What follows belongs to an exercise in optimizing a design on an open flow for small area and a short achievable clock period; a production flow would make more cautious choices.
Function was checked by simulation only, so behaviour that the tests miss may differ from the original.
Power is estimated from default activity; no workload was simulated.

## before
Design cycle_uart_in, start of the top module:
module cycle_uart_in #(
    parameter int WORD_SIZE = 32,
    parameter int WORD_PART = 8,
    parameter int MEM_SIZE  = 64,
    parameter int CLQ_FREQ  = 1_843_200,
    parameter int BAUD_RATE = 115200
) (
    input  logic                 clock,
    input  logic                 reset,
    input  logic                 sig,
    output logic [WORD_SIZE-1:0] data_out,
    output logic                 valid_out,
    input  logic                 ready_in,
    output logic                 full,
    output logic                 empty,
    output logic                 frame_err,
    output logic                 overflow
);
Size in the first run: ~2,200 flip-flops, ~41 I/O pins, ~58,000 um2 of cells after synthesis.
==> flow/config.mk <==
export PLATFORM = sky130hd
export DESIGN_NAME = cycle_uart_in
export DESIGN_NICKNAME = cycle_uart_in
export VERILOG_FILES = /design/flow/design.v
export SDC_FILE = /design/flow/constraint.sdc
export NUM_CORES = 4
export LEC_CHECK = 0
export CAP_MARGIN = 20
export CORE_MARGIN = 2
export CORE_UTILIZATION = 60
export CTS_CLUSTER_DIAMETER = 80
export CTS_CLUSTER_SIZE = 26
export SETUP_SLACK_MARGIN = 2.0
export SLEW_MARGIN = 20
export TNS_END_PERCENT = 0
==> flow/constraint.sdc <==
create_clock -name core_clock -period 4.0 [get_ports {clock}]
set_input_delay 0.8000 -clock core_clock [delete_from_list [all_inputs] [get_ports {clock}]]
set_output_delay 0.8000 -clock core_clock [all_outputs]
set_load 0.01 [all_outputs]
run.sh (not shown) runs the stock make flow with config.mk's settings and CLKGATE_MAP_FILE= SYNTH_SCRIPT=/design/flow/synth_recipe.tcl, a recipe that flattens the netlist after the stock synthesis.
Input-level comparison between after and before:
-- flow/design.v --
<<< before, line 59
    logic                 full_o, empty_o, valid_o;
    logic                 ovf_q, ovf_d;
    logic [WORD_SIZE-1:0] out_q;
    logic                 sel_ring, sel_word, sel_hold;
    logic                 do_pop;
>>> after, line 59
    logic                 full_o, empty_o, valid_o;
    logic                 ovf_q, ovf_d;
    logic [WORD_SIZE-1:0] data_q, out_q;
    logic                 sel_ring, sel_word, sel_hold;
    logic                 do_pop;
<<< before, line 199
        word_q    <= word_d;
        out_q     <= ({WORD_SIZE{sel_ring}} & ring_next) | ({WORD_SIZE{sel_word}} & word_q) |
                     ({WORD_SIZE{sel_hold}} & out_q);
    end
>>> after, line 199
        word_q    <= word_d;
        out_q     <= ({WORD_SIZE{sel_ring}} & ring_next) | ({WORD_SIZE{sel_word}} & word_q) |
                     ({WORD_SIZE{sel_hold}} & data_q);
        data_q    <= ({WORD_SIZE{sel_ring}} & ring_next) | ({WORD_SIZE{sel_word}} & word_q) |
                     ({WORD_SIZE{sel_hold}} & out_q);
    end
<<< before, line 238
            full_q     <= full_d;
            empty_q    <= empty_d;
            full_o     <= (do_push && !do_pop && count_q == COUNT_FULL - 1'b1) ||
                          (full_q && !(do_pop && !do_push));
            empty_o    <= (do_pop && !do_push && count_q == (ADDR_W + 1)'(1)) ||
                          (empty_q && !do_push);
            valid_o    <= !((do_pop && !do_push && count_q == (ADDR_W + 1)'(1)) ||
                            (empty_q && !do_push));
            ovf_q      <= ovf_d;
        end
>>> after, line 240
            full_q     <= full_d;
            empty_q    <= empty_d;
            full_o     <= (count_d == COUNT_FULL);
            empty_o    <= (count_d == '0);
            valid_o    <= (count_d != '0);
            ovf_q      <= ovf_d;
        end
## What came out
- On post-layout total power: between before and after, it ends up higher for after.
- Looking at final area, after sits 2.7% above before.
- Capture point of the worst path = data_q[14]: after; capture point of the worst path = out_q[12]: before
- Between before and after, the difference in XOR/XNOR share of the synthesized area is negligible.
- after: count of clock-buffer cells in the layout about 5% above before
- Final net count was higher in after than in before.

---

cycle_uart_in again, from the RTL that the note above started with.
Settings: LEC_CHECK=0, CAP_MARGIN=20, CORE_MARGIN=2, CORE_UTILIZATION=60, CTS_CLUSTER_DIAMETER=80, CTS_CLUSTER_SIZE=26, SETUP_SLACK_MARGIN=2.0, SLEW_MARGIN=20; clock period 4.0 ns.
The starting point finished with timing, DRC and antenna clean.
Change:
--- a/flow/design.v
+++ b/flow/design.v
@@ -53,17 +53,17 @@
     logic [RING_N-1:0]    sel_q, sel_d;
     logic [ADDR_W-1:0]    wpos_q, wpos_d;    
     logic                 pend_q, pend_d;    
     logic [ADDR_W:0]      count_q, count_d;
     logic                 full_q, full_d;
     logic                 empty_q, empty_d;
     logic                 full_o, empty_o, valid_o;
     logic                 ovf_q, ovf_d;
-    logic [WORD_SIZE-1:0] out_q;
+    logic [WORD_SIZE-1:0] data_q, out_q;
     logic                 sel_ring, sel_word, sel_hold;
     logic                 do_pop;
     logic                 do_push;
     logic                 ring_wr;
     logic                 next_is_word;
     logic [WORD_SIZE-1:0] ring_next;
     always_comb begin
         sig_meta_d = sig;
@@ -193,16 +193,18 @@
         end
         ring_q[RING_N-1] <= ring_wr ? word_q : ring_q[0];
     end
     always_ff @(posedge clock) begin
         shift_q   <= shift_d;
         bit_idx_q <= bit_idx_d;
         word_q    <= word_d;
         out_q     <= ({WORD_SIZE{sel_ring}} & ring_next) | ({WORD_SIZE{sel_word}} & word_q) |
+                     ({WORD_SIZE{sel_hold}} & data_q);
+        data_q    <= ({WORD_SIZE{sel_ring}} & ring_next) | ({WORD_SIZE{sel_word}} & word_q) |
                      ({WORD_SIZE{sel_hold}} & out_q);
     end
     always_ff @(posedge clock) begin
         if (reset) begin
             sig_meta_q <= 1'b1;
             sig_s_q    <= 1'b1;
             sig_prev_q <= 1'b1;
             state_q    <= ST_ARM;
@@ -232,22 +234,19 @@
             part_q     <= part_d;
             push_q     <= push_d;
             pend_q     <= pend_d;
             sel_q      <= sel_d;
             wpos_q     <= wpos_d;
             count_q    <= count_d;
             full_q     <= full_d;
             empty_q    <= empty_d;
-            full_o     <= (do_push && !do_pop && count_q == COUNT_FULL - 1'b1) ||
-                          (full_q && !(do_pop && !do_push));
-            empty_o    <= (do_pop && !do_push && count_q == (ADDR_W + 1)'(1)) ||
-                          (empty_q && !do_push);
-            valid_o    <= !((do_pop && !do_push && count_q == (ADDR_W + 1)'(1)) ||
-                            (empty_q && !do_push));
+            full_o     <= (count_d == COUNT_FULL);
+            empty_o    <= (count_d == '0);
+            valid_o    <= (count_d != '0);
             ovf_q      <= ovf_d;
         end
     end
     assign data_out  = out_q;
     assign valid_out = valid_o;
     assign full      = full_o;
     assign empty     = empty_o;
     assign frame_err = ferr_q;
Effect:
- worst setup slack gets worse by 64 ps
- sequential power stays flat
- critical path depth falls by 1
- final area went up by 4.7%
- sequential share of layout area shrinks by 2.1 points
- first-iteration DRC count shrinks by 8.3%
- synthesized cell count is higher by about 4%
- area after synthesis climbs by about 2.2%
- die area climbs by about 2.2%
- non-clock buffer count rises by 107
- fmax went down by 3.0%
- hold slack stays flat
- power went up by 1.3%

-- afterwards: timing with drivers on the ports --
The results above use ideal ports. As a check the final layouts listed here were re-extracted and re-timed, cells and wires unchanged.
Step 1 sets driving cells, clkbuf_16 on the clock port and buf_2 on the other inputs (assumed; they add their load-dependent delay and slew).
Step 2 adds t to the input delays and takes it off the output delays; t is the mean of the earliest and latest rising clock arrival at the registers after step 1. Input paths then give back, and output paths get back, about the clock's delay inside the block.
Three values: ideal, step 1, step 2; two values: the first two.
run | t (ns) | setup slack, ns | latest minus earliest clock arrival (ns)
before | 0.791 | 1.843 / 1.797 / 1.260 | 0.032 / 0.032
after | 0.789 | 1.791 / 1.791 / 1.280 | 0.042 / 0.042
the first run of note 2 | 0.782 | 1.945 / 1.878 / 1.332 | 0.039 / 0.039
the second run of note 2 | 0.796 | 1.881 / 1.861 / 1.257 | 0.031 / 0.032
After both steps setup and hold are still met in every run listed. For the second run of note 2, which loses most, drivers alone change the setup slack by -0.020 ns; drivers and shift together by -0.624 ns.
